Source: an optimization exercise on an open RTL-to-GDS flow (aim: small area, a short achievable clock period and few clock cycles per item). Production flows keep margins and buffers that such runs may drop.
At most, simulation tests tie the RTL to the original design; equivalence was not proved.
The RTL of runs 1 and 2 was laid out without a check of its function.

==> design.v <==
package amh_pkg;
  function automatic logic [7:0] xtime(input logic [7:0] a);
    xtime = {a[6:0], 1'b0} ^ (a[7] ? 8'h1b : 8'h00);
  endfunction
  function automatic logic [127:0] shift_rows(input logic [127:0] s);
    logic [127:0] r;
    r = '0;
    for (int c = 0; c < 4; c++) begin
      for (int w = 0; w < 4; w++) begin
        r[127 - 8 * (w + 4 * c) -: 8] = s[127 - 8 * (w + 4 * ((c + w) % 4)) -: 8];
      end
    end
    shift_rows = r;
  endfunction
  function automatic logic [127:0] mix_columns(input logic [127:0] s);
    logic [127:0] r;
    logic [7:0] a0, a1, a2, a3, t;
    r = '0;
    for (int c = 0; c < 4; c++) begin
      a0 = s[127 - 32 * c -: 8];
      a1 = s[119 - 32 * c -: 8];
      a2 = s[111 - 32 * c -: 8];
      a3 = s[103 - 32 * c -: 8];
      t  = a0 ^ a1 ^ a2 ^ a3;
      r[127 - 32 * c -: 8] = a0 ^ t ^ xtime(a0 ^ a1);
      r[119 - 32 * c -: 8] = a1 ^ t ^ xtime(a1 ^ a2);
      r[111 - 32 * c -: 8] = a2 ^ t ^ xtime(a2 ^ a3);
      r[103 - 32 * c -: 8] = a3 ^ t ^ xtime(a3 ^ a0);
    end
    mix_columns = r;
  endfunction
  function automatic logic [7:0] rcon(input logic [3:0] r);
    case (r)
      4'd1:    rcon = 8'h01;
      4'd2:    rcon = 8'h02;
      4'd3:    rcon = 8'h04;
      4'd4:    rcon = 8'h08;
      4'd5:    rcon = 8'h10;
      4'd6:    rcon = 8'h20;
      4'd7:    rcon = 8'h40;
      4'd8:    rcon = 8'h80;
      4'd9:    rcon = 8'h1b;
      4'd10:   rcon = 8'h36;
      default: rcon = 8'h00;
    endcase
  endfunction
  function automatic logic [63:0] byte_swap(input logic [63:0] v);
    logic [63:0] r;
    for (int i = 0; i < 8; i++) begin
      r[63 - 8 * i -: 8] = v[8 * i +: 8];
    end
    byte_swap = r;
  endfunction
endpackage
module amh_sbox
(
  input  logic [7:0] a,
  output logic [7:0] y
);
  logic U0, U1, U2, U3, U4, U5, U6, U7;
  logic T1, T2, T3, T4, T5, T6, T7, T8, T9, T10, T11, T12;
  logic T13, T14, T15, T16, T17, T18, T19, T20, T21, T22, T23, T24;
  logic T25, T26, T27, M1, M2, M3, M4, M5, M6, M7, M8, M9;
  logic M10, M11, M12, M13, M14, M15, M16, M17, M18, M19, M20, M21;
  logic M22, M23, M24, M25, M26, M27, M28, M29, M30, M31, M32, M33;
  logic M34, M35, M36, M37, M38, M39, M40, M41, M42, M43, M44, M45;
  logic M46, M47, M48, M49, M50, M51, M52, M53, M54, M55, M56, M57;
  logic M58, M59, M60, M61, M62, M63, L0, L1, L2, L3, L4, L5;
  logic L6, L7, L8, L9, L10, L11, L12, L13, L14, L15, L16, L17;
  logic L18, L19, L20, L21, L22, L23, L24, L25, L26, L27, L28, L29;
  logic S0, S1, S2, S3, S4, S5, S6, S7;
  assign {U0, U1, U2, U3, U4, U5, U6, U7} = a;
  assign T1 = U0 ^ U3;
  assign T2 = U0 ^ U5;
  assign T3 = U0 ^ U6;
  assign T4 = U3 ^ U5;
  assign T5 = U4 ^ U6;
  assign T6 = T1 ^ T5;
  assign T7 = U1 ^ U2;
  assign T8 = U7 ^ T6;
  assign T9 = U7 ^ T7;
  assign T10 = T6 ^ T7;
  assign T11 = U1 ^ U5;
  assign T12 = U2 ^ U5;
  assign T13 = T3 ^ T4;
  assign T14 = T6 ^ T11;
  assign T15 = T5 ^ T11;
  assign T16 = T5 ^ T12;
  assign T17 = T9 ^ T16;
  assign T18 = U3 ^ U7;
  assign T19 = T7 ^ T18;
  assign T20 = T1 ^ T19;
  assign T21 = U6 ^ U7;
  assign T22 = T7 ^ T21;
  assign T23 = T2 ^ T22;
  assign T24 = T2 ^ T10;
  assign T25 = T20 ^ T17;
  assign T26 = T3 ^ T16;
  assign T27 = T1 ^ T12;
  assign M1 = T13 & T6;
  assign M2 = T23 & T8;
  assign M3 = T14 ^ M1;
  assign M4 = T19 & U7;
  assign M5 = M4 ^ M1;
  assign M6 = T3 & T16;
  assign M7 = T22 & T9;
  assign M8 = T26 ^ M6;
  assign M9 = T20 & T17;
  assign M10 = M9 ^ M6;
  assign M11 = T1 & T15;
  assign M12 = T4 & T27;
  assign M13 = M12 ^ M11;
  assign M14 = T2 & T10;
  assign M15 = M14 ^ M11;
  assign M16 = M3 ^ M2;
  assign M17 = M5 ^ T24;
  assign M18 = M8 ^ M7;
  assign M19 = M10 ^ M15;
  assign M20 = M16 ^ M13;
  assign M21 = M17 ^ M15;
  assign M22 = M18 ^ M13;
  assign M23 = M19 ^ T25;
  assign M24 = M22 ^ M23;
  assign M25 = M22 & M20;
  assign M26 = M21 ^ M25;
  assign M27 = M20 ^ M21;
  assign M28 = M23 ^ M25;
  assign M29 = M28 & M27;
  assign M30 = M26 & M24;
  assign M31 = M20 & M23;
  assign M32 = M27 & M31;
  assign M33 = M27 ^ M25;
  assign M34 = M21 & M22;
  assign M35 = M24 & M34;
  assign M36 = M24 ^ M25;
  assign M37 = M21 ^ M29;
  assign M38 = M32 ^ M33;
  assign M39 = M23 ^ M30;
  assign M40 = M35 ^ M36;
  assign M41 = M38 ^ M40;
  assign M42 = M37 ^ M39;
  assign M43 = M37 ^ M38;
  assign M44 = M39 ^ M40;
  assign M45 = M42 ^ M41;
  assign M46 = M44 & T6;
  assign M47 = M40 & T8;
  assign M48 = M39 & U7;
  assign M49 = M43 & T16;
  assign M50 = M38 & T9;
  assign M51 = M37 & T17;
  assign M52 = M42 & T15;
  assign M53 = M45 & T27;
  assign M54 = M41 & T10;
  assign M55 = M44 & T13;
  assign M56 = M40 & T23;
  assign M57 = M39 & T19;
  assign M58 = M43 & T3;
  assign M59 = M38 & T22;
  assign M60 = M37 & T20;
  assign M61 = M42 & T1;
  assign M62 = M45 & T4;
  assign M63 = M41 & T2;
  assign L0 = M61 ^ M62;
  assign L1 = M50 ^ M56;
  assign L2 = M46 ^ M48;
  assign L3 = M47 ^ M55;
  assign L4 = M54 ^ M58;
  assign L5 = M49 ^ M61;
  assign L6 = M62 ^ L5;
  assign L7 = M46 ^ L3;
  assign L8 = M51 ^ M59;
  assign L9 = M52 ^ M53;
  assign L10 = M53 ^ L4;
  assign L11 = M60 ^ L2;
  assign L12 = M48 ^ M51;
  assign L13 = M50 ^ L0;
  assign L14 = M52 ^ M61;
  assign L15 = M55 ^ L1;
  assign L16 = M56 ^ L0;
  assign L17 = M57 ^ L1;
  assign L18 = M58 ^ L8;
  assign L19 = M63 ^ L4;
  assign L20 = L0 ^ L1;
  assign L21 = L1 ^ L7;
  assign L22 = L3 ^ L12;
  assign L23 = L18 ^ L2;
  assign L24 = L15 ^ L9;
  assign L25 = L6 ^ L10;
  assign L26 = L7 ^ L9;
  assign L27 = L8 ^ L10;
  assign L28 = L11 ^ L14;
  assign L29 = L11 ^ L17;
  assign S0 = L6 ^ L24;
  assign S1 = ~(L16 ^ L26);
  assign S2 = ~(L19 ^ L28);
  assign S3 = L6 ^ L21;
  assign S4 = L20 ^ L22;
  assign S5 = L25 ^ L29;
  assign S6 = ~(L13 ^ L27);
  assign S7 = ~(L6 ^ L23);
  assign y = {S0, S1, S2, S3, S4, S5, S6, S7};
endmodule
import amh_pkg::*;
module aes_mmo_hash_core
(
  input  logic        clk,
  input  logic        rst,
  input  logic        in_valid,
  output logic        in_stall,
  input  logic [7:0]  data_byte,
  input  logic [63:0] msg_bits,
  output logic        out_valid,
  input  logic        out_stall,
  output logic        status,
  output logic [63:0] digest_high,
  output logic [63:0] digest_low
);
  logic [63:0]  len;         
  logic [60:0]  rem;         
  logic         in_msg;      
  logic [127:0] ibuf;        
  logic [4:0]   cnt;         
  logic         pre_pend;    
  logic         fin_pend;    
  logic         tail_pend;   
  logic         zero_pend;   
  logic [127:0] st;
  logic [127:0] rk;
  logic [127:0] blk;
  logic [3:0]   rnd;         
  logic         cur_pre;     
  logic         cur_last;    
  logic         take;
  logic         first;
  logic         len_zero;
  logic         last0;
  logic [2:0]   b_in;
  logic         is_last;
  logic [7:0]   pad_byte;
  logic [7:0]   wdata;
  logic [3:0]   wpos;
  logic         can_start;
  logic         busy;
  logic         last;
  logic         slot;
  logic         data_rdy;
  logic         do_pre;
  logic         do_data;
  logic         do_fin;
  logic         do_tail;
  logic         do_zero;
  logic         do_blk;
  logic         done_msg;
  logic [127:0] blk_in;
  logic [63:0]  pre_blk;
  logic [63:0]  lenp;
  logic         lenp_16;
  logic         lenp_32;
  logic         need_two_c;
  logic         need_two;    
  logic         tl16;        
  logic         tl32;        
  logic         sat;
  logic [127:0] tail_blk;
  logic [4:0]   nb;
  logic         pad_en;
  logic         tail_en;
  logic [127:0] sb;
  logic [127:0] sr;
  logic [31:0]  ksb;
  logic [127:0] knext;
  logic [127:0] ff;
  logic [127:0] hout;
  logic [127:0] xsrc;
  assign lenp     = len + 64'd128;
  assign lenp_16  = (lenp[63:16] == 48'd0);
  assign lenp_32  = (lenp[63:32] == 32'd0);
  always_comb begin
    if (lenp_16) begin
      need_two_c = (len[6:0] >= 7'd112);
    end else if (lenp_32) begin
      need_two_c = (len[6:0] >= 7'd80);
    end else begin
      need_two_c = (len[6:0] >= 7'd16);
    end
    tail_blk = '0;
    if (tl16) begin
      tail_blk[15:0] = lenp[15:0];
    end else if (tl32) begin
      tail_blk[31:0] = lenp[31:0];
    end else begin
      tail_blk[63:0] = len;
    end
  end
  always_ff @(posedge clk) begin
    need_two <= need_two_c;
    tl16     <= lenp_16;
    tl32     <= lenp_32;
  end
  assign busy     = (rnd != 4'd0);
  assign last     = (rnd == 4'd10);
  assign slot     = !busy || (last && !cur_last);
  assign data_rdy = (cnt == 5'd16) && !(fin_pend && (len[2:0] != 3'd0));
  assign do_pre   = (!busy || last) && pre_pend;
  assign do_data  = slot && !out_valid && !pre_pend && data_rdy;
  assign do_fin   = slot && !out_valid && !pre_pend && !data_rdy && fin_pend;
  assign do_tail  = slot && !out_valid && !pre_pend && !fin_pend && tail_pend;
  assign do_zero  = !busy && !out_valid && zero_pend;
  assign do_blk   = do_data || do_fin || do_tail;
  assign done_msg = last && cur_last;
  assign nb      = do_data ? 5'd16 : (do_fin ? cnt : 5'd0);
  assign pad_en  = do_fin && (len[2:0] == 3'd0);
  assign tail_en = (do_fin && !need_two) || do_tail;
  always_comb begin
    for (int j = 0; j < 16; j++) begin
      blk_in[127 - 8 * j -: 8] =
          ((5'(j) < nb) ? ibuf[127 - 8 * j -: 8] : 8'h00)
        | ((pad_en && (5'(j) == nb)) ? 8'h80 : 8'h00)
        | (tail_en ? tail_blk[127 - 8 * j -: 8] : 8'h00);
    end
  end
  assign pre_blk = amh_pkg::byte_swap(len);
  for (genvar i = 0; i < 16; i++) begin : g_sb
    amh_sbox u_sb (.a(st[127 - 8 * i -: 8]), .y(sb[127 - 8 * i -: 8]));
  end
  assign sr = amh_pkg::shift_rows(sb);
  amh_sbox u_ksb0 (.a(rk[23:16]), .y(ksb[31:24]));
  amh_sbox u_ksb1 (.a(rk[15:8]),  .y(ksb[23:16]));
  amh_sbox u_ksb2 (.a(rk[7:0]),   .y(ksb[15:8]));
  amh_sbox u_ksb3 (.a(rk[31:24]), .y(ksb[7:0]));
  always_comb begin
    logic [31:0] t;
    t = ksb ^ {amh_pkg::rcon(rnd), 24'd0};
    knext[127:96] = rk[127:96] ^ t;
    knext[95:64]  = (rk[127:96] ^ rk[95:64]) ^ t;
    knext[63:32]  = (rk[127:96] ^ rk[95:64] ^ rk[63:32]) ^ t;
    knext[31:0]   = (rk[127:96] ^ rk[95:64] ^ rk[63:32] ^ rk[31:0]) ^ t;
  end
  assign ff   = cur_pre ? {pre_blk, 64'd0} : blk;
  assign hout = sr ^ knext ^ ff;
  assign xsrc = last ? hout : (busy ? amh_pkg::mix_columns(sr) ^ knext : rk);
  always_ff @(posedge clk) begin
    if (do_pre) begin
      st <= {pre_blk, 64'd0};
    end else if (do_blk) begin
      st <= blk_in ^ xsrc;
    end else begin
      st <= xsrc;
    end
    if (do_pre) begin
      rk <= '0;
    end else if (busy) begin
      rk <= last ? hout : knext;
    end
    if (do_blk) begin
      blk <= blk_in;
    end else if (done_msg) begin
      blk <= hout;
    end else if (do_zero) begin
      blk <= '0;
    end
    if (do_pre || do_blk) begin
      cur_pre  <= do_pre;
      cur_last <= (do_fin && !need_two) || do_tail;
    end
    if (done_msg || do_zero) begin
      status <= do_zero;
    end
  end
  always_ff @(posedge clk) begin
    if (rst) begin
      rnd <= 4'd0;
    end else if (do_pre || do_blk) begin
      rnd <= 4'd1;
    end else if (last) begin
      rnd <= 4'd0;
    end else if (busy) begin
      rnd <= rnd + 4'd1;
    end
  end
  assign can_start = (!fin_pend || (do_fin && !need_two)) && (!tail_pend || do_tail) && !zero_pend;
  assign in_stall  = in_msg ? ((cnt == 5'd16) && !do_data) : !can_start;
  assign take      = in_valid && !in_stall;
  assign first     = !in_msg;
  assign len_zero = (msg_bits == 64'd0);
  assign last0    = (msg_bits[63:4] == 60'd0) && (msg_bits[3] ? (msg_bits[2:0] == 3'd0) : (msg_bits[2:0] != 3'd0));
  assign sat      = (len[63:3] == '1);
  assign b_in     = first ? msg_bits[2:0] : len[2:0];
  assign is_last  = first ? last0 : (rem == ((len[2:0] != 3'd0) && !sat ? 61'd1 : 61'd2));
  assign pad_byte = ({data_byte, 8'h00} >> b_in) | (8'h80 >> b_in);
  assign wdata    = (is_last && (b_in != 3'd0)) ? pad_byte : data_byte;
  assign wpos     = (do_data || do_fin) ? 4'd0 : cnt[3:0];
  always_ff @(posedge clk) begin
    if (rst) begin
      in_msg    <= 1'b0;
      cnt       <= 5'd0;
      pre_pend  <= 1'b0;
      fin_pend  <= 1'b0;
      tail_pend <= 1'b0;
      zero_pend <= 1'b0;
      out_valid <= 1'b0;
    end else begin
      if (do_pre) pre_pend <= 1'b0;
      if (do_fin) fin_pend <= 1'b0;
      if (do_tail) tail_pend <= 1'b0;
      if (do_fin && need_two) tail_pend <= 1'b1;
      if (do_zero) zero_pend <= 1'b0;
      cnt <= ((do_data || do_fin) ? 5'd0 : cnt) + 5'(take && !(first && len_zero));
      if (take) begin
        if (first) begin
          if (len_zero) begin
            zero_pend <= 1'b1;
          end else begin
            pre_pend <= 1'b1;
            in_msg   <= !last0;
          end
        end else if (is_last) begin
          in_msg <= 1'b0;
        end
        if (is_last) fin_pend <= 1'b1;
      end
      if (done_msg || do_zero) begin
        out_valid <= 1'b1;
      end else if (!out_stall) begin
        out_valid <= 1'b0;
      end
    end
  end
  always_ff @(posedge clk) begin
    if (take) begin
      if (first) begin
        len <= msg_bits;
        rem <= msg_bits[63:3];
      end else begin
        rem <= rem - 61'd1;
      end
    end
    if (take && !(first && len_zero)) begin
      for (int j = 0; j < 16; j++) begin
        if (wpos == 4'(j)) ibuf[127 - 8 * j -: 8] <= wdata;
      end
    end
  end
  assign digest_high = blk[127:64];
  assign digest_low  = blk[63:0];
endmodule
==> flow/run.sh <==
#!/bin/bash
# Own layout flow: the standard flow, except that synthesis maps the
# logic with the ABC script in flow/synth.abc instead of ORFS's speed script.
# Registers, their names and the flattening are those of the standard
# synthesis (synth_recipe.tcl): only the ABC call changes.
set -euo pipefail
W=$(pwd)
mkdir -p "$W/mysynth"
sed "s#^  log_cmd abc {\*}\$abc_args#  set abc_args [lreplace \$abc_args 1 1 $W/flow/synth.abc]\n  log_cmd abc {*}\$abc_args#" \
  "$FLOW_HOME/scripts/synth.tcl" > "$W/mysynth/synth_mod.tcl"
grep -q "lreplace" "$W/mysynth/synth_mod.tcl"
sed "s#^source \$::env(SCRIPTS_DIR)/synth.tcl#source $W/mysynth/synth_mod.tcl#" "$W/synth_recipe.tcl" > "$W/mysynth/synth.tcl"
grep -q "synth_mod" "$W/mysynth/synth.tcl"
sed "s#SYNTH_SCRIPT=[^ ]*#SYNTH_SCRIPT=$W/mysynth/synth.tcl#" "$W/standard.sh" > "$W/mysynth/standard_synth.sh"
grep -q "mysynth/synth.tcl" "$W/mysynth/standard_synth.sh"
bash "$W/mysynth/standard_synth.sh" synth > "$W/synth_make.log" 2>&1
bash "$W/standard.sh" > "$W/layout_make.log" 2>&1
==> flow/synth.abc <==
strash
dc2
&get -n
&dch -f
&nf
&put
==> standard.sh <==
#!/bin/bash
# synth_recipe.tcl (not shown) runs the flow's synth.tcl, then flattens the netlist and writes it again
# the make line also repeats each setting of config.mk as NAME=value (left out here)
make -C /OpenROAD-flow-scripts/flow DESIGN_CONFIG=/design/flow/config.mk WORK_HOME=/design/flow/orfs CLKGATE_MAP_FILE= SYNTH_SCRIPT=/design/flow/synth_recipe.tcl "${@:-finish}"
==> config.mk <==
export PLATFORM = sky130hd
export DESIGN_NAME = aes_mmo_hash_core
export DESIGN_NICKNAME = aes_mmo_hash_core
export VERILOG_FILES = /design/flow/design.v
export SDC_FILE = /design/flow/constraint.sdc
export NUM_CORES = 8
export LEC_CHECK = 0
export CAP_MARGIN = 20
export CORE_MARGIN = 2
export CORE_UTILIZATION = 40
export PLACE_DENSITY = 0.6
export SLEW_MARGIN = 20
==> constraint.sdc <==
create_clock -name core_clock -period 8.0 [get_ports {clk}]
set_input_delay 1.6000 -clock core_clock [delete_from_list [all_inputs] [get_ports {clk}]]
set_output_delay 1.6000 -clock core_clock [all_outputs]
set_load 0.01 [all_outputs]
==> Implementation_results.wiki, run 1 <==
{| class="wikitable"
! Metric !! Value
|-
| Synth Register Bits || 658
|-
| Ys flop type || edfxtp_1
|-
| Share of synthesized area occupied by flip-flops and latches || 27.7%
|-
| Final ANT Viol Nets || 0
|-
| Count of vias placed by the detailed router || 52.8k
|-
| Initial antenna violation count || 14
|-
| Fill cell count || 14.6k
|-
| Net count of the mapped netlist || 6,608
|-
| Clock period minus worst slack || 7.57 ns
|-
| Worst path setup slack after routing || 0.428 ns
|-
| Startpoint types || flop
|-
| Final slew viol count || 0
|-
| Multi-input logic area || 0.0445 mm²
|-
| Max Cap Viol || 0
|-
| Area of all sequential standard cells || 0.0170 mm²
|-
| Yosys warning count || 1
|-
| First DRT Iteration DRCs || 6,346
|-
| Clock network latency to the later pin of the worst-skew pair || 0.70 ns
|-
| Worst path top cell family by delay || XOR/XNOR gates
|-
| Number of failing setup endpoints in the final timing report || 0
|-
| Count of buffers added by post-CTS timing repair for setup || 0
|-
| CTS tree || done
|-
| All-Layer GR Usage || 29.9%
|-
| Number of nets in the final layout || 7,042
|-
| Area of the die || 0.157 mm²
|-
| Most numerous cell in the Yosys netlist || xnor2_1
|-
| DRC Markers || 0
|-
| Type of element capturing the critical path || flop
|-
| CP required || 8.58 ns
|-
| Core Footprint || 0.152 mm²
|-
| Critical path peak fanout || 9
|-
| Post-Route Skew || 0.0414 ns
|-
| Post-Place Setup Slack || 0.489 ns
|-
| Remaining Overflow, GRT || 0
|-
| Initial core utilization || 40.4%
|-
| CTS Root Cell || clkbuf_16
|-
| Max Root-Sink Buffers || 3
|-
| Worst Path Buf+Inv || 1
|-
| Number of H-tree levels || 3
|-
| Post-synthesis instance area || 0.0615 mm²
|-
| Number of buffers inserted by hold repair at cts || 0
|-
| Worst max-slew margin expressed relative to the limit || 17.7%
|-
| Largest net degree at the start of global routing || 173
|-
| Top-level port count || 207
|-
| Delay of the slowest cell on the worst path || 0.67 ns
|-
| Crit Path Category || reg -> reg
|-
| Status || no timing/DRC/antenna violations
|-
| Distinct cells, synth || 69
|-
| DIE WIDTH || 396 µm
|-
| Post-DR wirelength/cell || 27.0 µm
|-
| Total of buffers placed on input and output ports || 206
|-
| Cell with the largest stage delay on the worst path || xnor2_1
|-
| DIE HEIGHT || 396 µm
|-
| Transition time at the pin with the least slew margin || 1.24 ns
|-
| Number of buffers inserted during clock tree synthesis || 82
|-
| Top cells by area, synth || xnor2_1 (20%), edfxtp_1 (19%), xor2_1 (11%)
|-
| Via count of the first global-routing pass || 49.1k
|-
| Fraction of registers with async set or reset after synthesis || 0%
|-
| Wire length of the first global-routing pass || 346,000 µm
|-
| Avg Inst Size Synth || 9.49 µm²
|-
| Routed wire length || 244,000 µm
|-
| Max Fclk || 132 MHz
|-
| Drt via density || 5.85
|-
| EDFF count, synth || 384
|-
| Number of failing hold endpoints at the final stage || 0
|-
| Largest area contributor in the netlist || xnor2_1
|-
| Crit share post-route || 94.6%
|-
| Cells along the critical path || xor2_1, xnor2_2, xnor2_1, ha_1, xnor2_1, xor3_1, a311oi_1, a21oi_1, a211oi_1, xnor2_1, xnor3_1, xnor3_1, xnor2_1, buf_4, xor2_1, xnor2_1, o21ai_0, a2bb2oi_1, o21ai_0, o21ai_0, a21oi_1
|-
| Top cell type's share of synthesized area || 19.6%
|-
| Share of cells above drive strength 1 || 4.32%
|-
| DP Wirelength || 190,000 µm
|-
| Placer congestion estimate || 1.03
|-
| Total negative slack for setup checks || 0 ns
|-
| Data arrival time at the worst-slack endpoint || 8.15 ns
|-
| Worst min-delay path class || reg -> reg
|-
| Worst-path clk slew || 0.06 ns
|-
| Clock sinks || 658
|-
| Number of gates resized after CTS || 0
|-
| Cell types with the highest counts after synthesis || xnor2_1 (1,374), xor2_1 (741), nand2_1 (547)
|-
| FP Rows || 143
|-
| Critical path's most frequent cell || xnor2_1
|-
| Unrepaired setup endpoints after global routing || false
|-
| Number of iterations in the first detailed-routing pass || 7
|-
| Synth-to-Final Area Change || 14.2%
|-
| Number of instances in the synthesized netlist || 6,482
|}
==> logic make-up (layout without fill, tap and decap cells) <==
kind of cell | Yosys count | count (layout) | synth area share (%)
xor+xnor | 2405 | 2405 | 40.8
simple gates | 1734 | 1734 | 13.3
compound gates | 1410 | 1410 | 14.0
flops | 658 | 658 | 27.7
mux | 176 | 176 | 2.88
fa+ha+maj | 50 | 50 | 1.02
buf+inv | 49 | 552 | 0.299
other cells | 0 | 6 | 0
==> metrics by stage <==
step           hold slack, ns  utilization, %  instance area (µm²)  instances
3_5_place_dp            0.471            44.2                67400       8862
6_report                0.480            46.1                70300       9021
3_3_place_gp            0.467            44.2                67400       8862
2_1_floorplan           0.440               -                61600       6482
5_1_grt                 0.500            46.1                70300       9015
4_1_cts                 0.481            46.1                70200       9015
==> worst paths after layout <==
path	startpoint	endpoint	slack, ns	cells after the start
max	rk[15]	st[51]	0.43	21
min reg2reg	zero_pend	zero_pend	0.48	2
max reg2reg	rk[15]	st[51]	0.43	21
min	zero_pend	zero_pend	0.48	2
==> worst register-to-register path: cells and delay by family, from the launching register on <==
family          cells  cell delay [ns]
compound gates      8             2.31
xor+xnor           11             3.92
fa+ha+maj           1             0.28
buf+inv             1             0.37
flops               1             0.63
==> layout by cell type (no fill, tap or decap), drive strengths merged, types with 17 or more instances in the layout <==
cell type,count
xnor2,1374
xor2,741
nand2,547
nor2,490
a21oi,464
edfxtp,384
o21ai,369
dfxtp,274
xnor3,248
clkdlybuf4s50,206
mux2i,167
buf,144
clkbuf,110
nand2b,100
or2,97
a22oi,94
nand3,80
nor2b,76
clkinv,75
a31oi,73
nor3,72
ha,50
o211ai,49
a21boi,48
nor4,47
and2,44
xor3,42
and3,40
nand4,38
or3,33
o21a,31
a21o,27
o21bai,25
o22ai,23
a211oi,22
a32oi,20
o31ai,19
a211o,18
o221ai,17
a32o,17
==> sequential cells by signal, summed over array words and instances (netlist names) <==
register / flops
status: 1
fin_pend: 1
pre_pend: 1
blk: 128
tail_pend: 1
st: 128
out_valid: 1
tl16: 1
ibuf: 128
len: 64
need_two: 1
rem: 61
rk: 128
cur_last: 1
cnt: 5
rnd: 4
zero_pend: 1
in_msg: 1
cur_pre: 1
tl32: 1
==> routing by layer <==
metal / track usage [%] / wire length (µm)
met4: 14.7 / 13900
met5: 0 / 45
met2: 45.4 / 105000
met1: 41.1 / 101000
met3: 5.25 / 24000
==> area by class of cell <==
class | instances | share of cell area, %
clock inverters | 43 | 0.630
flip-flops and latches | 658 | 24.2
multi-input cells | 5775 | 63.3
well taps | 2030 | 3.61
clock buffers | 110 | 3.34
repair buffers | 350 | 4.58
inverters | 49 | 0.265
diodes | 6 | 0.0214
==> run 2: changes to the inputs <==
--- a/design.v
+++ b/design.v
@@ -225,5 +225,5 @@
   logic         tail_pend;   
   logic         zero_pend;   
-  logic [127:0] st;
+  logic [127:0] st;          
   logic [127:0] rk;
   logic [127:0] blk;
@@ -272,5 +272,5 @@
   logic [127:0] ff;
   logic [127:0] hout;
-  logic [127:0] xsrc;
+  logic [127:0] sx;
   assign lenp     = len + 64'd128;
   assign lenp_16  = (lenp[63:16] == 48'd0);
@@ -321,6 +321,7 @@
   end
   assign pre_blk = amh_pkg::byte_swap(len);
+  assign sx = st ^ rk;
   for (genvar i = 0; i < 16; i++) begin : g_sb
-    amh_sbox u_sb (.a(st[127 - 8 * i -: 8]), .y(sb[127 - 8 * i -: 8]));
+    amh_sbox u_sb (.a(sx[127 - 8 * i -: 8]), .y(sb[127 - 8 * i -: 8]));
   end
   assign sr = amh_pkg::shift_rows(sb);
@@ -339,12 +340,11 @@
   assign ff   = cur_pre ? {pre_blk, 64'd0} : blk;
   assign hout = sr ^ knext ^ ff;
-  assign xsrc = last ? hout : (busy ? amh_pkg::mix_columns(sr) ^ knext : rk);
   always_ff @(posedge clk) begin
     if (do_pre) begin
       st <= {pre_blk, 64'd0};
     end else if (do_blk) begin
-      st <= blk_in ^ xsrc;
+      st <= blk_in;
     end else begin
-      st <= xsrc;
+      st <= amh_pkg::mix_columns(sr);
     end
     if (do_pre) begin
==> flow/run.sh (replaced) <==
#!/bin/bash
# Own layout flow: the standard flow (standard.sh), except for the ABC
# technology mapping inside synthesis. The S-box module amh_sbox is kept as
# its own module through ABC, mapped with flow/sbox.abc, and the rest of the
# design is mapped with flow/top.abc; the design is then flattened as in
# synth_recipe.tcl. Registers are untouched by ABC, so their names and cells
# are those of the standard synthesis.
set -euo pipefail
W=$(pwd)
mkdir -p "$W/mysynth"
sed "s#^  log_cmd abc {\*}\$abc_args#  set abc_sb [lreplace \$abc_args 1 1 $W/flow/sbox.abc]\n  set abc_top [lreplace \$abc_args 1 1 $W/flow/top.abc]\n  log_cmd abc {*}\$abc_sb amh_sbox\n  log_cmd abc {*}\$abc_top \$::env(DESIGN_NAME)#" \
  "$FLOW_HOME/scripts/synth.tcl" > "$W/mysynth/synth_mod.tcl"
grep -q "abc_sb amh_sbox" "$W/mysynth/synth_mod.tcl"
sed "s#^source \$::env(SCRIPTS_DIR)/synth.tcl#source $W/mysynth/synth_mod.tcl#" "$W/synth_recipe.tcl" > "$W/mysynth/synth.tcl"
grep -q "synth_mod" "$W/mysynth/synth.tcl"
sed "s#SYNTH_SCRIPT=[^ ]*#SYNTH_SCRIPT=$W/mysynth/synth.tcl SYNTH_KEEP_MODULES=amh_sbox#" "$W/standard.sh" > "$W/mysynth/standard_synth.sh"
grep -q "mysynth/synth.tcl" "$W/mysynth/standard_synth.sh"
bash "$W/mysynth/standard_synth.sh" synth > "$W/synth_make.log" 2>&1
bash "$W/standard.sh" > "$W/layout_make.log" 2>&1
==> flow/sbox.abc (new file) <==
strash
dc2
&get -n
&dch -f
&nf
&put
buffer -c
topo
stime -c
upsize -c
dnsize -c
==> flow/top.abc (new file) <==
strash
dc2
&get -n
&dch -f
&nf
&put
--- a/config.mk
+++ b/config.mk
@@ -10,3 +10,4 @@
 export CORE_UTILIZATION = 40
 export PLACE_DENSITY = 0.6
+export SETUP_SLACK_MARGIN = 2.0
 export SLEW_MARGIN = 20
removed: flow/synth.abc
==> run 2 against run 1 <==
  * Non-clock buffer count is 191 higher
  * Sequential share of layout area fell by 1.3 points
  * Highest routed layer is now met4
  * Largest cell class unchanged
  * Still clean
==> Implementation_results.wiki, run 2 <==
{| class="wikitable"
! Metric !! Value
|-
| CTS Root Cell || clkbuf_16
|-
| DRC Markers || 0 (unchanged)
|-
| Top cell type's share of synthesized area || 18.9% (-0.61 points)
|-
| Worst path setup slack after routing || 2.08 ns (+1.65 ns)
|-
| Max Fclk || 169 MHz (+28%)
|-
| Worst-path clk slew || 0.07 ns (about the same)
|-
| Number of H-tree levels || 3 (unchanged)
|-
| Endpoint of the most critical setup path || rk[30]
|-
| Fraction of registers with async set or reset after synthesis || 0% (unchanged)
|-
| DIE HEIGHT || 394 µm (-0.54%)
|-
| Synth-to-Final Area Change || 23.1%
|-
| Clock network latency to the later pin of the worst-skew pair || 0.70 ns (about the same)
|-
| Placer congestion estimate || 0.985 (-4.5%)
|-
| Number of instances in the synthesized netlist || 6,210 (-4.2%)
|-
| Clock sinks || 658 (unchanged)
|-
| Worst max-slew margin expressed relative to the limit || 23.9% (+6.2 points)
|-
| Placed Instance Area || 0.0649 mm² (-3.7%)
|-
| Largest net degree at the start of global routing || 137 (-21%)
|-
| Share of cells above drive strength 1 || 18.9% (+15 points)
|-
| Most frequent standard cell in the layout excluding fill and tap cells || xnor2_1
|-
| Post-DR wirelength/cell || 27.7 µm (+2.4%)
|-
| Crit Path Category || reg -> reg
|-
| Worst hold margin || 0.509 ns (+0.0289 ns)
|-
| Yosys warning count || 1 (unchanged)
|-
| FP Rows || 143 (unchanged)
|-
| Avg Inst Size Synth || 9.80 µm² (+3.2%)
|-
| Final ANT Viol Nets || 0 (unchanged)
|-
| Number of iterations in the first detailed-routing pass || 7 (unchanged)
|-
| Routed wire length || 241,000 µm (-1.2%)
|-
| All-Layer GR Usage || 29.5% (-0.41 points)
|-
| Wire length of the first global-routing pass || 340,000 µm (-1.6%)
|-
| Remaining Overflow, GRT || 0 (unchanged)
|-
| EDFF count, synth || 384 (unchanged)
|-
| Count of vias placed by the detailed router || 51.3k (-2.8%)
|-
| Timing startpoint of the critical path || rk[21]
|-
| Final slew viol count || 0 (unchanged)
|-
| Compound-gate portion of the synthesized area || 14.3% (+0.28 points)
|-
| Type of element capturing the critical path || flop
|-
| Largest area contributor in the netlist || edfxtp_1
|-
| DP Wirelength || 184,000 µm (-3.1%)
|-
| Finished Cell Area || 0.0749 mm² (+6.6%)
|-
| DIE WIDTH || 394 µm (-0.54%)
|-
| Most numerous cell in the Yosys netlist || xnor2_1
|-
| Multiplexer share of the synthesized area || 1.72% (-1.2 points)
|-
| Cell depth of the worst flop-to-flop path || 25 (+19%)
|-
| Max Root-Sink Buffers || 3 (unchanged)
|-
| Fraction of the mapped netlist area in adder cells || 1.03% (+0.011 points)
|-
| Total negative slack for setup checks || 0 ns (unchanged)
|-
| Post-Place Setup Slack || 0.585 ns (+0.0959 ns)
|-
| Critical path peak fanout || 6 (-3)
|-
| Drt via density || 5.89 (+0.71%)
|-
| Unrepaired setup endpoints after global routing || true
|-
| Setup slack of the worst register-to-register path || 2.08 ns (+1.65 ns)
|-
| Post-synthesis instance area || 0.0609 mm² (-1.1%)
|-
| Status || no timing/DRC/antenna violations
|-
| Cell types with the highest counts after synthesis || xnor2_1 (1,258), xor2_1 (776), nor2_1 (535)
|-
| Net count of the mapped netlist || 6,336 (-4.1%)
|-
| CTS tree || done
|-
| Share of synthesized area occupied by flip-flops and latches || 28.0% (+0.31 points)
|-
| Highest-count cells in the layout ignoring fill and taps || xnor2_1 (1,006), xor2_1 (581), nor2_1 (526), a21oi_1 (419), edfxtp_1 (384)
|-
| Number of nets in the final layout || 6,737 (-4.3%)
|-
| Initial core utilization || 40.2% (-0.21 points)
|-
| Initial antenna violation count || 5 (-9)
|-
| Crit share post-route || 74.0% (-21 points)
|-
| Clock period minus worst slack || 5.92 ns (-1.65 ns)
|-
| Startpoint types || flop
|-
| Total of buffers placed on input and output ports || 206 (unchanged)
|-
| Area of the die || 0.155 mm² (-1.1%)
|-
| Number of buffers inserted during clock tree synthesis || 78 (-4.9%)
|-
| Synth Register Bits || 658 (unchanged)
|-
| Post-Route Skew || 0.0473 ns (+0.00587 ns)
|-
| Distinct cells, synth || 74 (+7.2%)
|-
| Number of failing hold endpoints at the final stage || 0 (unchanged)
|-
| Top cells by area, synth || edfxtp_1 (19%), xnor2_1 (18%), xor2_1 (11%)
|-
| CP required || 8.52 ns (-0.06 ns)
|-
| First DRT Iteration DRCs || 5,936 (-6.5%)
|-
| Number of failing setup endpoints in the final timing report || 0 (unchanged)
|-
| Xor-xnor portion of the synthesized cell area || 40.8% (about the same)
|-
| Max Cap Viol || 0 (unchanged)
|-
| Core Footprint || 0.152 mm² (-0.59%)
|-
| Via count of the first global-routing pass || 48.6k (-1.1%)
|-
| Area share of and/or/nand/nor cells after synthesis || 10.7% (-2.7 points)
|-
| Worst min-delay path class || reg -> reg
|-
| Data arrival time at the worst-slack endpoint || 6.43 ns (-1.72 ns)
|-
| Reg-to-reg startpoint || rk[21]
|-
| Top-level port count || 207 (unchanged)
|-
| Critical R2R Capture || rk[30]
|-
| Ys flop type || edfxtp_1
|-
| Transition time at the pin with the least slew margin || 1.13 ns (-0.105 ns)
|-
| Largest family of logic cells by synthesized area || XOR/XNOR gates
|}
-- run 2: cell count changes after synthesis, sizes merged, moves of 54 or more --
cell    delta
o21ai    -110
inv      +100
or2       -88
nand2    -177
buf      +200
a221oi    +73
o221ai    +54
mux2i     -76
xor2      +75
xnor2     -56
-- run 2: kinds of logic after synthesis --
| logic type | Yosys count |
|---|---|
| adders and majority gates | 50 |
| and+or+nand+nor | 1382 |
| DFF | 658 |
| muxes | 103 |
| xor gates and xnor gates | 2362 |
| buffers and inverters | 351 |
| AOI/OAI and AO/OA | 1304 |
-- run 2: timing repair --
action | CTS | global route
pin swaps | 28 | 194
gates resized for setup | 353 | 479
endpoints found under the setup margin | 368 | 345
setup buffers | 34 | 171
hold buffers | 0 | 0
-- run 2: area by class of cell --
| cell class | instances | area [µm²] |
|---|---|---|
| fill | 13800 | 76600 |
| tap | 2030 | 2540 |
| clock buffer | 98 | 2200 |
| clock inverter | 48 | 638 |
| sequential | 658 | 17200 |
| timing repair buffer | 541 | 4770 |
| multi-input combinational | 5201 | 47100 |
| antenna | 2 | 5.00 |
| inverter | 131 | 497 |
-- run 2: worst max-delay path, stage by stage (launching register included) --
cell      delay (ns)
dfxtp_4         0.42
xnor3_2         0.52
buf_6           0.17
xnor2_4         0.21
ha_4            0.24
xnor2_2         0.15
xnor2_2         0.30
xnor2_2         0.20
buf_4           0.18
a31oi_1         0.09
o211ai_1        0.36
a21oi_2         0.13
xnor2_2         0.24
xnor2_1         0.16
xnor3_1         0.48
xnor2_2         0.26
xnor2_2         0.15
buf_6           0.17
xnor2_4         0.14
buf_12          0.16
xor2_4          0.19
xor2_2          0.20
xor2_1          0.24
nor2_1          0.07
a221oi_1        0.25
nor2_1          0.08
-- run 2: routing by layer --
metal,global-route usage [%],share of wire [%],vias to the layer above,routed length (µm)
met2,44.3,43,2868,105000
li1,-,-,22600,-
met4,16.2,6.6,0,15800
met1,40.6,40,25300,96800
met3,4.72,9.9,554,23800
met5,0,0,-,0
-- run 2: worst min-delay path by stage --
stage | start | end | slack (ns) | cells after the start
2_1_floorplan | need_two | tail_pend | 0.44 | 2
3_3_place_gp | zero_pend | zero_pend | 0.47 | 2
3_5_place_dp | need_two | tail_pend | 0.48 | 2
4_1_cts | need_two | tail_pend | 0.49 | 2
5_1_grt | need_two | tail_pend | 0.53 | 2
6_report | ibuf[98] | st[98] | 0.51 | 2
-- run 2: modules after synthesis (local to each module, per instance) --
| module | cells inside | area [µm²] |
|---|---|---|
| aes_mmo_hash_core | 3410 | 35800 |
| amh_sbox | 140 | 1250 |
-- run 2: per-stage QoR --
step / cells / utilization, %
after floorplan: 6210 / -
after global placement: 8355 / 42.8
after detailed placement: 8355 / 42.9
after CTS: 8535 / 46.5
after global routing: 8707 / 49.4
final: 8709 / 49.4
==> run 3: changes to the inputs <==
--- a/design.v
+++ b/design.v
@@ -331,13 +331,15 @@
   amh_sbox u_ksb3 (.a(rk[31:24]), .y(ksb[7:0]));
   always_comb begin
-    logic [31:0] t;
+    logic [31:0]  t;
+    logic [127:0] e;
     t = ksb ^ {amh_pkg::rcon(rnd), 24'd0};
-    knext[127:96] = rk[127:96] ^ t;
-    knext[95:64]  = (rk[127:96] ^ rk[95:64]) ^ t;
-    knext[63:32]  = (rk[127:96] ^ rk[95:64] ^ rk[63:32]) ^ t;
-    knext[31:0]   = (rk[127:96] ^ rk[95:64] ^ rk[63:32] ^ rk[31:0]) ^ t;
+    e[127:96] = rk[127:96];
+    e[95:64]  = e[127:96] ^ rk[95:64];
+    e[63:32]  = e[95:64] ^ rk[63:32];
+    e[31:0]   = e[63:32] ^ rk[31:0];
+    knext = e ^ {4{t}};
+    hout  = (sr ^ {4{t}}) ^ (e ^ ff);
   end
-  assign ff   = cur_pre ? {pre_blk, 64'd0} : blk;
-  assign hout = sr ^ knext ^ ff;
+  assign ff = cur_pre ? {pre_blk, 64'd0} : blk;
   always_ff @(posedge clk) begin
     if (do_pre) begin
==> flow/run.sh (replaced) <==
#!/bin/bash
# Own layout flow: the standard flow (standard.sh), except that the ABC
# technology mapping inside synthesis uses flow/synth.abc (an area-oriented
# mapping followed by buffering and gate sizing) in place of ORFS's speed
# script. Everything before that step, including the register names and
# cells, is the standard synthesis (synth_recipe.tcl).
set -euo pipefail
W=$(pwd)
mkdir -p "$W/mysynth"
sed "s#^  log_cmd abc {\*}\$abc_args#  set abc_args [lreplace \$abc_args 1 1 $W/flow/synth.abc]\n  log_cmd abc {*}\$abc_args#" \
  "$FLOW_HOME/scripts/synth.tcl" > "$W/mysynth/synth_mod.tcl"
grep -q "flow/synth.abc" "$W/mysynth/synth_mod.tcl"
sed "s#^source \$::env(SCRIPTS_DIR)/synth.tcl#source $W/mysynth/synth_mod.tcl#" "$W/synth_recipe.tcl" > "$W/mysynth/synth.tcl"
grep -q "synth_mod" "$W/mysynth/synth.tcl"
sed "s#SYNTH_SCRIPT=[^ ]*#SYNTH_SCRIPT=$W/mysynth/synth.tcl#" "$W/standard.sh" > "$W/mysynth/standard_synth.sh"
grep -q "mysynth/synth.tcl" "$W/mysynth/standard_synth.sh"
bash "$W/mysynth/standard_synth.sh" synth > "$W/synth_make.log" 2>&1
bash "$W/standard.sh" > "$W/layout_make.log" 2>&1
==> flow/synth.abc (new file) <==
strash
dc2
&get -n
&dch -f
&nf
&put
buffer -c
topo
stime -c
upsize -c
dnsize -c
--- a/config.mk
+++ b/config.mk
@@ -10,4 +10,4 @@
 export CORE_UTILIZATION = 40
 export PLACE_DENSITY = 0.6
-export SETUP_SLACK_MARGIN = 2.0
+export SETUP_SLACK_MARGIN = 1.0
 export SLEW_MARGIN = 20
removed: flow/sbox.abc
removed: flow/top.abc
==> run 3 against run 2 <==
  * Still clean on timing, DRC and antenna
  * Count of clock-buffer cells in the layout down 3
  * Utilization down 3.8 points
  * Global-route usage up 2.1 points
  * Sequential share of layout area up 2.0 points
  * Critical path depth down 6
  * Critical endpoint is now blk[4]
==> Implementation_results.wiki, run 3 <==
{| class="wikitable"
! Metric !! Value
|-
| Status || no timing/DRC/antenna violations
|-
| Core Footprint || 0.150 mm² (-1.3%)
|-
| Compound-gate portion of the synthesized area || 13.5% (-0.83 points)
|-
| Total of buffers placed on input and output ports || 206 (unchanged)
|-
| Ys flop type || edfxtp_1
|-
| Most numerous cell in the Yosys netlist || xnor2_1
|-
| Number of failing setup endpoints in the final timing report || 0 (unchanged)
|-
| Placed Instance Area || 0.0651 mm² (+0.25%)
|-
| Multiplexer share of the synthesized area || 1.84% (+0.12 points)
|-
| Critical path's most frequent cell || xnor2_1
|-
| Clock period minus worst slack || 6.91 ns (+0.997 ns)
|-
| Worst-path clk slew || 0.06 ns (about the same)
|-
| Max Root-Sink Buffers || 3 (unchanged)
|-
| Yosys warning count || 1 (unchanged)
|-
| Largest net degree at the start of global routing || 129 (-5.8%)
|-
| Routed wire length || 250,000 µm (+3.8%)
|-
| Startpoint types || flop
|-
| Share of cells above drive strength 1 || 8.85% (-10 points)
|-
| Xor-xnor portion of the synthesized cell area || 41.5% (+0.72 points)
|-
| Initial antenna violation count || 15 (+10)
|-
| Max Cap Viol || 0 (unchanged)
|-
| Post-DR wirelength/cell || 29.2 µm (+5.4%)
|-
| All-Layer GR Usage || 31.7% (+2.1 points)
|-
| Fraction of registers with async set or reset after synthesis || 0% (unchanged)
|-
| Final ANT Viol Nets || 0 (unchanged)
|-
| Final slew viol count || 0 (unchanged)
|-
| Largest area contributor in the netlist || xnor2_1
|-
| Number of iterations in the first detailed-routing pass || 6 (-1)
|-
| Area share of and/or/nand/nor cells after synthesis || 11.9% (+1.2 points)
|-
| DIE WIDTH || 392 µm (-0.55%)
|-
| Highest-count cells in the layout ignoring fill and taps || xnor2_1 (1,429), xor2_1 (614), nor2_1 (451), nand2_1 (413), a21oi_1 (386)
|-
| Avg Inst Size Synth || 9.57 µm² (-2.4%)
|-
| Placer congestion estimate || 1.04 (+5.2%)
|-
| Cell with the largest stage delay on the worst path || xnor2_1
|-
| Post-synthesis instance area || 0.0602 mm² (-1.1%)
|-
| Top-level port count || 207 (unchanged)
|-
| Largest family of logic cells by synthesized area || XOR/XNOR gates
|-
| Data arrival time at the worst-slack endpoint || 7.27 ns (+0.84 ns)
|-
| Number of buffers inserted by hold repair at cts || 0 (unchanged)
|-
| Synth-to-Final Area Change || 13.4%
|-
| Number of failing hold endpoints at the final stage || 0 (unchanged)
|-
| Total negative slack for setup checks || 0 ns (unchanged)
|-
| Clock sinks || 658 (unchanged)
|-
| Remaining Overflow, GRT || 0 (unchanged)
|-
| Post-Route Skew || 0.0518 ns (+0.00450 ns)
|-
| CP required || 8.36 ns (-0.16 ns)
|-
| Number of H-tree levels || 3 (unchanged)
|-
| Wire length of the first global-routing pass || 351,000 µm (+3.2%)
|-
| Number of nets in the final layout || 6,624 (-1.7%)
|-
| Area of the die || 0.154 mm² (-1.1%)
|-
| Most frequent standard cell in the layout excluding fill and tap cells || xnor2_1
|-
| Count of vias placed by the detailed router || 50.7k (-1.2%)
|-
| Delay of the slowest cell on the worst path || 0.74 ns (+0.22 ns)
|-
| Top cell type's share of synthesized area || 21.3% (+2.4 points)
|-
| Transition time at the pin with the least slew margin || 1.20 ns (+0.0753 ns)
|-
| Max Fclk || 145 MHz (-14%)
|-
| Clock network latency to the later pin of the worst-skew pair || 0.70 ns (about the same)
|-
| First DRT Iteration DRCs || 6,065 (+2.2%)
|-
| Cell types with the highest counts after synthesis || xnor2_1 (1,465), xor2_1 (623), nor2_1 (453)
|-
| Critical path peak fanout || 7 (+1)
|-
| Crit share post-route || 86.4% (+12 points)
|-
| DRC Markers || 0 (unchanged)
|-
| Via count of the first global-routing pass || 48.2k (-0.77%)
|-
| Unrepaired setup endpoints after global routing || true
|-
| Worst Path Buf+Inv || 0 (-4)
|-
| Synth Register Bits || 658 (unchanged)
|-
| DP Wirelength || 196,000 µm (+6.7%)
|-
| Crit Path Category || reg -> reg
|-
| CTS tree || done
|-
| Post-Place Setup Slack || 0.592 ns (+0.00709 ns)
|-
| Number of buffers inserted during clock tree synthesis || 78 (unchanged)
|-
| Fraction of the mapped netlist area in adder cells || 1.04% (+0.011 points)
|-
| Number of instances in the synthesized netlist || 6,293 (+1.3%)
|-
| EDFF count, synth || 384 (unchanged)
|-
| Finished Cell Area || 0.0683 mm² (-8.9%)
|-
| Net count of the mapped netlist || 6,419 (+1.3%)
|-
| Drt via density || 5.91 (+0.21%)
|-
| Initial core utilization || 40.2% (+0.073 points)
|-
| DIE HEIGHT || 392 µm (-0.55%)
|-
| CTS Root Cell || clkbuf_16
|-
| Worst path setup slack after routing || 1.09 ns (-0.997 ns)
|-
| Share of synthesized area occupied by flip-flops and latches || 28.3% (+0.31 points)
|-
| Worst min-delay path class || reg -> reg
|-
| Worst path top cell family by delay || XOR/XNOR gates
|-
| Distinct cells, synth || 109 (+47%)
|-
| Type of element capturing the critical path || flop
|-
| Worst max-slew margin expressed relative to the limit || 19.4% (-4.5 points)
|-
| FP Rows || 142 (-0.70%)
|-
| Cells along the critical path || xor2_2, xnor2_2, xnor2_1, ha_1, xnor2_1, xnor3_1, o211a_1, o22ai_1, mux2i_1, nor2_1, xnor2_2, xor2_2, xnor2_1, xnor2_2, xor2_1, xnor2_1, xnor2_1, xnor2_1, o21ai_0
|-
| Top cells by area, synth || xnor2_1 (21%), edfxtp_1 (19%), dfxtp_1 (9.1%)
|}
run 3: changes by cell type after synthesis, moves of 49 or more:
cell,before,now
nor2_1,535,453
xnor3_1,205,143
clkbuf_1,20,168
xnor2_1,1258,1465
a221oi_1,89,40
xor2_1,776,623
a21oi_1,437,386
buf_4,180,11
run 3: cell families (layout without fill, tap and decap cells):
| logic type | count (synthesis) | in the layout |
|---|---|---|
| xor gates and xnor gates | 2412 | 2412 |
| and+or+nand+nor | 1503 | 1503 |
| AOI/OAI and AO/OA | 1269 | 1269 |
| DFF | 658 | 658 |
| buffers and inverters | 293 | 564 |
| muxes | 108 | 108 |
| adders and majority gates | 50 | 50 |
| other | 0 | 3 |
run 3: per-stage QoR:
stage | hold WS [ns] | std cells | utilization, %
4_1_cts | 0.479 | 8577 | 45.4
5_1_grt | 0.497 | 8580 | 45.6
2_1_floorplan | 0.446 | 6293 | -
3_5_place_dp | 0.472 | 8431 | 43.5
6_report | 0.486 | 8583 | 45.6
3_3_place_gp | 0.460 | 8429 | 43.5
run 3: tightest hold or removal path, delay by kind of cell (launching register included):
kind            cells  cell delay (ns)
flops               1             0.31
compound gates      2             0.13
run 3: metal layers:
layer | GRT usage (%) | wire length [µm]
met5 | 0 | 55
met4 | 20.2 | 18800
met3 | 7.76 | 26700
met2 | 47.1 | 107000
met1 | 40.9 | 98100
run 3: path summary, 6_finish.rpt:
path | from | end | slack (ns) | depth (start not counted)
min reg2reg | zero_pend | zero_pend | 0.49 | 2
max reg2reg | rk[25] | blk[4] | 1.09 | 19
max | rk[25] | blk[4] | 1.09 | 19
min | zero_pend | zero_pend | 0.49 | 2
run 3: area by class of cell:
type | count | area, µm²
multi-input cells | 5342 | 42500
fillers | 14400 | 81300
diodes | 3 | 7.51
well taps | 2016 | 2520
repair buffers | 343 | 3100
flip-flops and latches | 658 | 17000
clock inverters | 51 | 638
clock buffers | 95 | 2180
inverters | 75 | 284
run 3: timing repair:
item                       in CTS  in global routing
setup endpoints to repair      20                227
pin swaps                       0                  2
resized for setup               7                 42
setup buffers                   0                  2
Testbench counts of run 3, summed over its fixed seeds: cycles 42,525, items 37,553.
==> run 4: changes to the inputs <==
--- a/config.mk
+++ b/config.mk
@@ -10,4 +10,4 @@
 export CORE_UTILIZATION = 40
 export PLACE_DENSITY = 0.6
-export SETUP_SLACK_MARGIN = 1.0
+export SETUP_SLACK_MARGIN = 2.2
 export SLEW_MARGIN = 20
==> run 4 against run 3 <==
  * Highest routed layer unchanged
  * Die area is the same
  * Clock skew down 0.017 ns
  * Worst hold slack better by 0.011 ns
  * Critical path type unchanged
  * Wire length increased by 5.5%
  * Global-route usage grew 0.63 points
  * Utilization rose by 7.6 points
  * Setup slack improved by 1.1 ns
==> Implementation_results.wiki, run 4 <==
{| class="wikitable"
! Metric !! Value
|-
| Number of failing setup endpoints in the final timing report || 0 (unchanged)
|-
| Largest net degree at the start of global routing || 121 (-6.2%)
|-
| Worst max-slew margin expressed relative to the limit || 11.3% (-8.1 points)
|-
| Clock sinks || 658 (unchanged)
|-
| CTS Root Cell || clkbuf_16
|-
| Final slew viol count || 0 (unchanged)
|-
| Most frequent standard cell in the layout excluding fill and tap cells || xnor2_1
|-
| Number of buffers inserted during clock tree synthesis || 80 (+2.6%)
|-
| Cells along the critical path || and2_1, nand4_1, nor4b_4, and4_1, and4_4, nand4_1, nor4_4, nand3_2, nor3_4, and3_4, nand4_1, nor4_4, nand4_1, o21ai_2, mux2i_2, o32ai_4, buf_4, and3b_2, a21o_4, buf_6
|-
| Number of nets in the final layout || 7,052 (+6.5%)
|-
| Critical path peak fanout || 6 (-1)
|-
| CP required || 8.44 ns (+0.08 ns)
|-
| Max Root-Sink Buffers || 3 (unchanged)
|-
| Fraction of registers with async set or reset after synthesis || 0% (unchanged)
|-
| Remaining Overflow, GRT || 0 (unchanged)
|-
| Share of cells above drive strength 1 || 26.2% (+17 points)
|-
| DIE HEIGHT || 392 µm (unchanged)
|-
| First DRT Iteration DRCs || 6,541 (+7.8%)
|-
| CTS tree || done
|-
| Avg Inst Size Synth || 9.57 µm² (unchanged)
|-
| Core Footprint || 0.150 mm² (unchanged)
|-
| Delay of the slowest cell on the worst path || 0.56 ns (-0.18 ns)
|-
| Cell with the largest stage delay on the worst path || edfxtp_1
|-
| Number of iterations in the first detailed-routing pass || 7 (+1)
|-
| Max Fclk || 172 MHz (+19%)
|-
| Startpoint types || flop
|-
| Number of failing hold endpoints at the final stage || 0 (unchanged)
|-
| Worst-path clk slew || 0.07 ns (about the same)
|-
| Top cell type's share of synthesized area || 21.3% (unchanged)
|-
| Initial antenna violation count || 14 (-1)
|-
| Post-DR wirelength/cell || 29.3 µm (+0.42%)
|-
| Synth Register Bits || 658 (unchanged)
|-
| Initial core utilization || 40.2% (unchanged)
|-
| Highest-count cells in the layout ignoring fill and taps || xnor2_1 (1,126), buf_4 (500), nor2_1 (433), xor2_1 (431), nand2_1 (405)
|-
| Most numerous cell in the Yosys netlist || xnor2_1
|-
| Number of buffers inserted by hold repair at cts || 0 (unchanged)
|-
| Area of the die || 0.154 mm² (unchanged)
|-
| Share of synthesized area occupied by flip-flops and latches || 28.3% (unchanged)
|-
| DRC Markers || 0 (unchanged)
|-
| FP Rows || 142 (unchanged)
|-
| Worst Path Buf+Inv || 2 (+2)
|-
| Total of buffers placed on input and output ports || 206 (unchanged)
|-
| Net count of the mapped netlist || 6,419 (unchanged)
|-
| Max Cap Viol || 0 (unchanged)
|-
| Transition time at the pin with the least slew margin || 1.33 ns (+0.126 ns)
|-
| Distinct cells, synth || 109 (unchanged)
|-
| Yosys warning count || 1 (unchanged)
|-
| Post-synthesis instance area || 0.0602 mm² (unchanged)
|-
| Drt via density || 5.92 (+0.24%)
|-
| Post-Route Skew || 0.0350 ns (-0.0167 ns)
|-
| Data arrival time at the worst-slack endpoint || 6.24 ns (-1.03 ns)
|-
| Cell types with the highest counts after synthesis || xnor2_1 (1,465), xor2_1 (623), nor2_1 (453)
|-
| EDFF count, synth || 384 (unchanged)
|-
| Crit share post-route || 72.5% (-14 points)
|-
| Final ANT Viol Nets || 0 (unchanged)
|-
| Clock network latency to the later pin of the worst-skew pair || 0.70 ns (about the same)
|-
| Number of H-tree levels || 3 (unchanged)
|-
| Count of vias placed by the detailed router || 53.4k (+5.3%)
|-
| Total negative slack for setup checks || 0 ns (unchanged)
|-
| Routed wire length || 264,000 µm (+5.5%)
|-
| Ys flop type || edfxtp_1
|-
| DP Wirelength || 196,000 µm (about the same)
|-
| Unrepaired setup endpoints after global routing || true
|-
| Clock period minus worst slack || 5.80 ns (-1.12 ns)
|-
| Critical path's most frequent cell || nand4_1
|-
| DIE WIDTH || 392 µm (unchanged)
|-
| Status || no timing/DRC/antenna violations
|-
| Number of instances in the synthesized netlist || 6,293 (unchanged)
|-
| Via count of the first global-routing pass || 49.4k (+2.5%)
|-
| Post-route non-filler standard cell count || 9,015 (+5.0%)
|-
| Synth-to-Final Area Change || 32.2%
|-
| Placer congestion estimate || 1.04 (+0.64%)
|-
| Worst path top cell family by delay || simple AND/OR/NAND/NOR gates
|-
| Instance count after placement with tap cells included || 8,401 (-0.36%)
|-
| Worst min-delay path class || reg -> reg
|-
| Top-level port count || 207 (unchanged)
|-
| Largest area contributor in the netlist || xnor2_1
|-
| All-Layer GR Usage || 32.3% (+0.63 points)
|-
| Type of element capturing the critical path || flop
|-
| Crit Path Category || reg -> reg
|-
| Wire length of the first global-routing pass || 359,000 µm (+2.1%)
|-
| Top cells by area, synth || xnor2_1 (21%), edfxtp_1 (19%), dfxtp_1 (9.1%)
|}
## run 4: tightest hold or removal path, stage by stage, from the launching register on
cell and delay [ns]:
dfxtp_1 0.32, o21ai_0 0.07, a21oi_1 0.06
## run 4: final timing paths
path	slack [ns]	startpoint	end	depth (start not counted)
min	0.50	zero_pend	zero_pend	2
min reg2reg	0.50	zero_pend	zero_pend	2
max	2.20	len[15]	ibuf[112]	20
max reg2reg	2.20	len[15]	ibuf[112]	20
## run 4: stage by stage
step | util (%) | hold slack, ns | instance area (µm²) | setup WS, ns
2_1_floorplan | - | 0.446 | 60200 | 2.26
3_3_place_gp | 43.4 | 0.475 | 64900 | 0.590
3_5_place_dp | 43.4 | 0.476 | 64900 | 0.643
5_1_grt | 53.2 | 0.532 | 79600 | 1.96
4_1_cts | 48.5 | 0.484 | 72500 | 2.09
6_report | 53.2 | 0.497 | 79600 | 2.20
## run 4: cells by family (layout without fill, tap and decap cells)
group	after synthesis	count (layout)	synth area share, %
AOI/OAI and AO/OA	1269	1270	13.5
adders and majority gates	50	50	1.04
other	0	5	0
and+or+nand+nor	1503	1503	11.9
muxes	108	112	1.84
xor gates and xnor gates	2412	2412	41.5
DFF	658	658	28.3
buffers and inverters	293	989	1.95
## run 4: final cells by class
| type | count | area (µm²) |
|---|---|---|
| Sequential cell | 658 | 17300 |
| Tap cell | 2016 | 2520 |
| Clock buffer | 111 | 2290 |
| Inverter | 75 | 287 |
| Fill cell | 13100 | 70000 |
| Timing Repair Buffer | 764 | 6850 |
| Antenna cell | 5 | 12.5 |
| Multi-Input combinational cell | 5347 | 50000 |
| Clock inverter | 39 | 347 |
## run 4: what timing repair did
| action | in CTS | in global routing |
|---|---|---|
| pin swaps | 122 | 289 |
| setup buffers | 123 | 331 |
| setup endpoints to repair | 501 | 488 |
| gates resized for setup | 575 | 666 |
| cloned | 0 | 5 |
## run 4: routing by layer
| metal | global-route usage (%) | part of all wire [%] | vias to the layer above |
|---|---|---|---|
| met4 | 19.7 | 7.8 | 8 |
| met1 | 42.8 | 38 | 26300 |
| li1 | - | - | 23200 |
| met5 | 0 | 0.017 | - |
| met3 | 7.12 | 11 | 666 |
| met2 | 48.0 | 43 | 3210 |
==> run 5: changes to the inputs <==
--- a/flow/run.sh
+++ b/flow/run.sh
@@ -8,5 +8,5 @@
 W=$(pwd)
 mkdir -p "$W/mysynth"
-sed "s#^  log_cmd abc {\*}\$abc_args#  set abc_args [lreplace \$abc_args 1 1 $W/flow/synth.abc]\n  log_cmd abc {*}\$abc_args#" \
+sed "s#^  log_cmd abc {\*}\$abc_args#  set abc_args [lreplace \$abc_args 1 1 $W/flow/synth.abc]\n  lappend abc_args -dont_use sky130_fd_sc_hd__xor3_1 -dont_use sky130_fd_sc_hd__xor3_2 -dont_use sky130_fd_sc_hd__xor3_4 -dont_use sky130_fd_sc_hd__xnor3_1 -dont_use sky130_fd_sc_hd__xnor3_2 -dont_use sky130_fd_sc_hd__xnor3_4\n  log_cmd abc {*}\$abc_args#" \
   "$FLOW_HOME/scripts/synth.tcl" > "$W/mysynth/synth_mod.tcl"
 grep -q "flow/synth.abc" "$W/mysynth/synth_mod.tcl"
==> run 5 against run 4 <==
  * Still clean
  * Critical path depth grew 4
  * Utilization grew 1.0 points
  * Synthesized cell count grew 6.6%
  * Global-route usage shrank 0.74 points
  * Sequential share of layout area shrank 0.42 points
  * Worst hold slack gained 0.019 ns
  * Die area shrank 0.30%
  * Wire length shrank 1.6%
  * Design area grew 1.8%
  * Clock skew grew 0.0097 ns
  * Highest routed layer unchanged
==> Implementation_results.wiki, run 5 <==
{| class="wikitable"
! Metric !! Value
|-
| Status || no timing/DRC/antenna violations
|-
| Count of vias placed by the detailed router || 56.6k (+6.1%)
|-
| Number of failing hold endpoints at the final stage || 0 (unchanged)
|-
| Area of the die || 0.153 mm² (-0.30%)
|-
| Top cells by area, synth || xnor2_1 (23%), edfxtp_1 (19%), xor2_1 (9.9%)
|-
| Post-Place Setup Slack || 0.213 ns (-0.430 ns)
|-
| CTS tree || done
|-
| Post-route non-filler standard cell count || 9,437 (+4.7%)
|-
| Wire length of the first global-routing pass || 356,000 µm (-0.84%)
|-
| Largest area contributor in the netlist || xnor2_1
|-
| Fill cell count || 12.8k (-2.3%)
|-
| Yosys warning count || 1 (unchanged)
|-
| Type of element capturing the critical path || flop
|-
| Number of buffers inserted during clock tree synthesis || 78 (-2.5%)
|-
| DIE WIDTH || 391 µm (-0.15%)
|-
| Crit Path Category || reg -> reg
|-
| Max Fclk || 169 MHz (-1.9%)
|-
| Instance count after placement with tap cells included || 8,843 (+5.3%)
|-
| Initial core utilization || 40.2% (-0.074 points)
|-
| Clock period minus worst slack || 5.91 ns (+0.112 ns)
|-
| Synth-to-Final Area Change || 35.0%
|-
| DIE HEIGHT || 391 µm (-0.15%)
|-
| Reg-to-reg startpoint || st[108]
|-
| Top cell type's share of synthesized area || 22.8% (+1.5 points)
|-
| Avg Inst Size Synth || 8.95 µm² (-6.4%)
|-
| Unrepaired setup endpoints after global routing || true
|-
| Share of synthesized area occupied by flip-flops and latches || 28.4% (+0.085 points)
|-
| Number of H-tree levels || 3 (unchanged)
|-
| Remaining Overflow, GRT || 0 (unchanged)
|-
| Worst min-delay path class || reg -> reg
|-
| Via count of the first global-routing pass || 52.1k (+5.4%)
|-
| Cell depth of the worst flop-to-flop path || 24 (+20%)
|-
| Max Root-Sink Buffers || 3 (unchanged)
|-
| Post-synthesis instance area || 0.0600 mm² (-0.30%)
|-
| Number of buffers inserted by hold repair at cts || 0 (unchanged)
|-
| Top-level port count || 207 (unchanged)
|-
| Total of buffers placed on input and output ports || 206 (unchanged)
|-
| Highest-count cells in the layout ignoring fill and taps || xnor2_1 (1,195), buf_4 (526), xor2_1 (447), nor2_1 (405), nand2_1 (389)
|-
| Transition time at the pin with the least slew margin || 1.16 ns (-0.172 ns)
|-
| Worst path setup slack after routing || 2.09 ns (-0.112 ns)
|-
| Fraction of the core area covered by cells at the end of the flow || 54.2% (+1.0 points)
|-
| CTS Root Cell || clkbuf_16
|-
| Critical R2R Capture || st[43]
|-
| Total negative slack for setup checks || 0 ns (unchanged)
|-
| Worst max-slew margin expressed relative to the limit || 22.7% (+11 points)
|-
| DRC Markers || 0 (unchanged)
|-
| Data arrival time at the worst-slack endpoint || 6.44 ns (+0.20 ns)
|-
| Fraction of registers with async set or reset after synthesis || 0% (unchanged)
|-
| Clock network latency to the later pin of the worst-skew pair || 0.68 ns (-0.02 ns)
|}
-- run 5: cell types whose count changed after synthesis, moves of 25 or more --
cell / previous run / this run
a211o_1: 9 / 34
a21oi_1: 386 / 430
and3_1: 36 / 68
nand3_1: 81 / 143
nor3_1: 76 / 121
o21ai_0: 272 / 356
xnor2_1: 1465 / 1565
xnor3_1: 143 / 0
xor2_1: 623 / 675
xor3_1: 25 / 0
-- run 5: how the worst min path moves through the flow --
stage	startpoint	end	slack (ns)	cells after the start
after detailed placement	zero_pend	zero_pend	0.48	2
after CTS	zero_pend	zero_pend	0.51	2
after global routing	zero_pend	zero_pend	0.55	2
final	zero_pend	zero_pend	0.52	2
after floorplan	need_two	tail_pend	0.45	2
after global placement	zero_pend	zero_pend	0.46	2
-- run 5: worst max-delay path: stages, from the launching register on --
cell	delay, ns
dfxtp_4	0.38
xor2_4	0.16
buf_12	0.15
xor2_4	0.19
xnor2_2	0.28
xnor2_2	0.18
inv_2	0.08
ha_4	0.17
or3_4	0.41
a211oi_4	0.25
nor3_1	0.09
or4_1	0.57
o211ai_1	0.21
xor2_2	0.36
buf_4	0.19
nor3b_4	0.06
or4_4	0.51
nand3_1	0.18
nand3_2	0.15
a21oi_4	0.21
a211oi_2	0.08
or3_1	0.40
a21oi_1	0.15
nand3b_1	0.27
a21oi_2	0.09
-- run 5: area by class of cell --
cell class                 count  area share, %
multi-input combinational   5754           63.3
sequential                   658           21.3
timing repair buffer         790           8.68
tap                         2016           3.11
clock buffer                 104           2.72
clock inverter                40          0.570
inverter                      74          0.349
antenna                        1        0.00309
-- run 5: per-layer routing --
metal	share of wire, %	GRT usage, %
met3	10	5.99
met5	0.019	0
met4	7.5	18.2
met1	39	42.0
met2	43	47.7
-- run 5: kinds of logic (layout without fill, tap and decap cells) --
family	Yosys count	after routing	synth area share, %
AOI/OAI and AO/OA	1559	1560	16.9
xor gates and xnor gates	2359	2359	36.1
adders and majority gates	50	50	1.04
buffers and inverters	296	1008	1.93
DFF	658	658	28.4
muxes	99	100	1.69
other	0	1	0
and+or+nand+nor	1685	1685	13.9
-- run 5: repair_timing --
action,4_1_cts,5_1_grt
resized for setup,629,818
cloned,0,2
endpoints found under the setup margin,510,482
buffers inserted,161,286
endpoints found under the hold margin,0,0
pin swaps,142,293

## separate check: timing with driven ports
No port has a modelled driver above. Below, the same layouts with a new extraction and two added sets of constraints. Step 1 assumes that a clkbuf_16 drives the clock port and a buf_2 every other input. Step 2 moves the port delays by t, midway between the first and last clock arrival at a register: inputs arrive t later, outputs are due t later. That takes back most of the time a late clock gives input paths. Slacks: ideal / step 1 / step 2; pairs: ideal / step 1.
| run | shift t [ns] | setup WS [ns] | worst setup path after step 2 | worst register clock-pin slew, ns | pins driven straight from the clock port |
|---|---|---|---|---|---|
| run 1 | 0.752 | 0.428 / 0.428 / 0.428 | register to register | 0.07 / 0.07 | 1 |
| run 2 | 0.754 | 2.083 / 2.024 / 2.083 | register to register | 0.07 / 0.07 | 1 |
| run 3 | 0.749 | 1.086 / 1.086 / 1.086 | register to register | 0.07 / 0.07 | 1 |
| run 4 | 0.758 | 2.201 / 2.201 / 2.201 | register to register | 0.07 / 0.07 | 1 |
| run 5 | 0.732 | 2.089 / 2.089 / 2.089 | register to register | 0.07 / 0.07 | 1 |
After both steps setup and hold are still met in every run listed.
